This design comes from an exercise in tuning for a short achievable clock period and few clock cycles per item on the open sky130 flow, not from production work. At most, simulation tests tie the RTL to the original design; equivalence was not proved. Power and IR drop assume default switching activity.

## csma_ca_mac_controller
module csma_ca_mac_controller #(
  parameter int SUB_SLOTS = csma_pkg::SUB_SLOTS_DEF
) (
  input  logic                             clk,
  input  logic                             rst,
  input  logic                             in_valid,
  output logic                             in_ready,
  input  logic [csma_pkg::KIND_W-1:0]      kind,
  input  logic [csma_pkg::MED_W-1:0]       medium_req,
  input  logic                             fcs_ok,
  input  logic                             for_us,
  input  logic                             frame_is_ack,
  input  logic                             dest_broadcast,
  input  logic                             dest_multicast,
  input  logic [csma_pkg::ADDR_W-1:0]      source_address,
  input  logic [csma_pkg::DRAW_W-1:0]      random_draw,
  output logic                             out_valid,
  input  logic                             out_ready,
  output logic [csma_pkg::ACT_W-1:0]       action,
  output logic [csma_pkg::MST_W-1:0]       mac_state,
  output logic [csma_pkg::ADDR_W-1:0]      ack_destination,
  output logic                             want_frame,
  input  logic                             cfg_valid,
  output logic                             cfg_ready,
  input  logic [csma_pkg::CFG_IDX_W-1:0]   cfg_index,
  input  logic [csma_pkg::CFG_DATA_W-1:0]  cfg_data
);
Size: ~4300 cells after synthesis, roughly 830 flip-flops, ~170 I/O pins, roughly 42000 µm² of cells after synthesis.
export LEC_CHECK = 0
export ABC_CLOCK_PERIOD_IN_PS = 3000
export CAP_MARGIN = 20
export CORE_MARGIN = 2
export CORE_UTILIZATION = 40
export CTS_CLUSTER_DIAMETER = 100
export CTS_CLUSTER_SIZE = 25
export SLEW_MARGIN = 20
create_clock -name core_clock -period 11.0 [get_ports {clk}]
standard.sh (not shown) runs the stock make flow with config.mk's settings and CLKGATE_MAP_FILE= SYNTH_SCRIPT=/design/flow/synth_recipe.tcl, a recipe that flattens the netlist after the stock synthesis.
==> flow/flow/run.sh <==
#!/bin/bash
# Standard layout, with the timing repair aiming further below the clock period.
set -e
export SETUP_SLACK_MARGIN=8
bash standard.sh > standard_flow.log 2>&1
Testbench counts at the start, summed over its fixed seeds: cycles 16,269, events 16,000.
Edit:
--- a/flow/design.v
+++ b/flow/design.v
@@ -518,28 +518,27 @@
   endfunction
   function automatic logic [csma_pkg::CW_W-1:0] cw_clamp(input logic [csma_pkg::CW_FULL_W-1:0] full,
                                                       input logic [csma_pkg::CW_W-1:0] c_max);
     logic [csma_pkg::CW_W-1:0] w;
     if (full > csma_pkg::CW_FULL_W'(c_max)) w = c_max;
     else w = full[csma_pkg::CW_W-1:0];
     if (w < csma_pkg::CW_W'(2)) w = csma_pkg::CW_W'(2);
     cw_clamp = w;
   endfunction
-  localparam logic [3:0] P_IDLE = 4'd0, P_A = 4'd1, P_B = 4'd2, P_D = 4'd3, P_IT = 4'd4,
-                         P_K = 4'd5, P_F = 4'd6, P_R = 4'd7, P_S = 4'd8;
-  logic [3:0]                    ph;
+  localparam logic [2:0] P_IDLE = 3'd0, P_A = 3'd1, P_B = 3'd2, P_D = 3'd3, P_IT = 3'd4,
+                         P_K = 3'd5, P_F = 3'd6, P_R = 3'd7;
+  logic [2:0]                    ph;
   logic                          kmc_r, sel4_r;
   logic [csma_pkg::RETRY_W-1:0]  krc_r;
   logic [csma_pkg::CW_W-1:0]     cw_r, cwmin_r, cwmax_r, cwmc_r;
   logic [csma_pkg::CW_FULL_W-1:0] full_r;
   logic [csma_pkg::DRAW_W-1:0]   q;
   logic [SW-1:0]                 c1a, c1b, c2a, c2b;    
-  logic [SW:0]                   tm [0:7];              
   logic [DW-1:0]                 d_r, r, d_a, d_b, d_c;
   logic [CNT_W-1:0]              cnt;
   logic [8*KW-1:0] w1, w2;
   always_ff @(posedge clk) begin
     if (cap) begin
       for (int i = 0; i < NNIB; i++) begin
         w1[KW*i +: KW] <= nib_tab(D1, i, draw_in[4*i +: 4]);
         w2[KW*i +: KW] <= nib_tab(D2, i, draw_in[4*i +: 4]);
       end
@@ -570,84 +569,89 @@
       gn = gg; pn = pp;
       for (int i = d; i < XW; i++) begin
         gn[i] = gg[i] | (pp[i] & gg[i - d]);
         pn[i] = pp[i] & pp[i - d];
       end
       gg = gn; pp = pn;
     end
     ks_addx = p ^ {gg[XW-2:0], 1'b0};
   endfunction
-  function automatic logic [XW-1:0] cand(input logic [SW-1:0] a, input logic [SW-1:0] b,
-                                         input int d, input int m);
+  function automatic logic [KW-1:0] red8cs(input logic [SW-1:0] a, input logic [SW-1:0] b,
+                                           input int d);
     logic [XW-1:0] x, y, z;
-    x = XW'(a); y = XW'(b); z = XW'(-(m * d));
-    cand = ks_addx(x ^ y ^ z, ((x & y) | (x & z) | (y & z)) << 1);
+    logic [XW-1:0] t [0:8];
+    logic [KW-1:0] res;
+    for (int m = 0; m < 8; m++) begin
+      x = XW'(a); y = XW'(b); z = XW'(-(m * d));
+      t[m] = ks_addx(x ^ y ^ z, ((x & y) | (x & z) | (y & z)) << 1);
+    end
+    t[8] = '1;   
+    res = '0;
+    for (int m = 0; m < 8; m++)
+      res = res | ({KW{!t[m][XW-1] && t[m + 1][XW-1]}} & t[m][KW-1:0]);
+    red8cs = res;
   endfunction
   logic [DW:0]    trial;
   logic [DW-1:0]  r_next, r_fast;
   always_comb begin
     trial = {r, q[csma_pkg::DRAW_W-1]};
     if (trial >= {1'b0, d_r}) r_next = DW'(trial - {1'b0, d_r});
     else r_next = trial[DW-1:0];
-    r_fast = '0;
-    for (int m = 0; m < 8; m++)
-      if (!tm[m][XW-1]) r_fast = DW'(tm[m][KW-1:0]);
+    r_fast = sel4_r ? DW'(red8cs(c2a, c2b, D2)) : DW'(red8cs(c1a, c1b, D1));
     rem = r;
   end
-  assign last_next = (ph == P_S) || (ph == P_IT && cnt == CNT_W'(1));
+  assign last_next = (ph == P_R) || (ph == P_IT && cnt == CNT_W'(1));
   assign rem_z = (r == '0);
   assign rem_1 = (r == DW'(1));
   always_ff @(posedge clk) begin
     if (rst) last <= 1'b0;
     else last <= last_next;
   end
   always_ff @(posedge clk) begin
     if (rst) ph <= P_IDLE;
     else begin
       unique case (ph)
         P_IDLE: if (start) ph <= fast ? P_R : P_K;
-        P_R: ph <= P_S;
-        P_S: ph <= P_F;
+        P_R: ph <= P_F;
         P_K: ph <= P_A;
         P_A: ph <= P_B;
         P_B: ph <= P_D;
         P_D: ph <= P_IT;
         P_IT: if (cnt == CNT_W'(1)) ph <= P_F;
         P_F: ph <= P_IDLE;
         default: ph <= P_IDLE;
       endcase
     end
   end
   always_ff @(posedge clk) begin
     if (ph == P_IDLE) begin
       kmc_r <= kmc; krc_r <= krc; sel4_r <= sel4;
       cwmin_r <= cw_min; cwmax_r <= cw_max; cwmc_r <= cw_mc;
       q <= draw;
     end else if (ph == P_IT) begin
       q <= q << 1;
     end
-    for (int m = 0; m < 8; m++) tm[m] <= sel4_r ? cand(c2a, c2b, D2, m) : cand(c1a, c1b, D1, m);
     {c1a, c1b} <= csa8to2(w1);
     {c2a, c2b} <= csa8to2(w2);
     full_r <= (csma_pkg::CW_FULL_W'(cwmin_r) << krc_r) |
               ((csma_pkg::CW_FULL_W'(1) << krc_r) - csma_pkg::CW_FULL_W'(1));
     if (kmc_r) cw_r <= (cwmc_r < csma_pkg::CW_W'(2)) ? csma_pkg::CW_W'(2) : cwmc_r;
     else cw_r <= cw_clamp(full_r, cwmax_r);
     d_a <= DW'(cw_r) * DW'(SUB_SLOTS & ~7);
     d_c <= DW'(cw_r) * DW'(SUB_SLOTS & 7);
     d_b <= d_a + d_c - DW'(2 * SUB_SLOTS - 1);
     if (ph == P_D) begin
       r <= '0;
       cnt <= CNT_W'(csma_pkg::DRAW_W);
     end else if (ph == P_IT) begin
       r <= r_next;
       cnt <= cnt - CNT_W'(1);
-    end else if (ph == P_S) begin
+    end else if (ph == P_R) begin
       r <= r_fast;
     end
   end
   assign d_r = d_b;
 endmodule
 module csma_ca_mac_controller #(
   parameter int SUB_SLOTS = csma_pkg::SUB_SLOTS_DEF
 ) (
   input  logic                             clk,
After rerunning: The new run produced a clean layout; total power rose by 13%; die area fell by 2.5%; core utilization grows by 1.6 points; final cell count goes up by 0.64%; count of clock-buffer cells in the layout goes down by 4.
Only the layout flow was run in the second run of this note; the RTL was not checked for function there.

[port drivers added, routing unchanged]
The results above use ideal ports. As a check the final layouts listed here were re-extracted and re-timed, cells and wires unchanged. Step 1 (the two cells are an assumption about what drives the block):
set clk [get_ports {clk}]
set_driving_cell -lib_cell sky130_fd_sc_hd__clkbuf_16 $clk
set_driving_cell -lib_cell sky130_fd_sc_hd__buf_2 [delete_from_list [all_inputs] $clk]
Step 2, shift: input delay + t, output delay - t, t = (earliest + latest rising clock arrival at the registers) / 2. This alone moves slack from input paths to output paths. Slacks: ideal / step 1 / step 2; pairs: ideal / step 1.
| run | t, ns | slack for setup (ns) | hold slack, ns | worst register clock-pin slew, ns | worst slew at a driven data input, ns |
|---|---|---|---|---|---|
| the first run | 0.701 | 7.661 / 7.596 / 7.277 | 0.356 / 0.356 / 0.356 | 0.11 / 0.11 | 0.20 |
| the second run | 0.691 | 7.598 / 7.598 / 7.251 | 0.396 / 0.396 / 0.396 | 0.11 / 0.11 | 0.14 |
After both steps setup and hold are still met in every run listed. The setup slack of the first run, which loses most, moves by -0.065 ns with the drivers and by -0.384 ns with both steps.
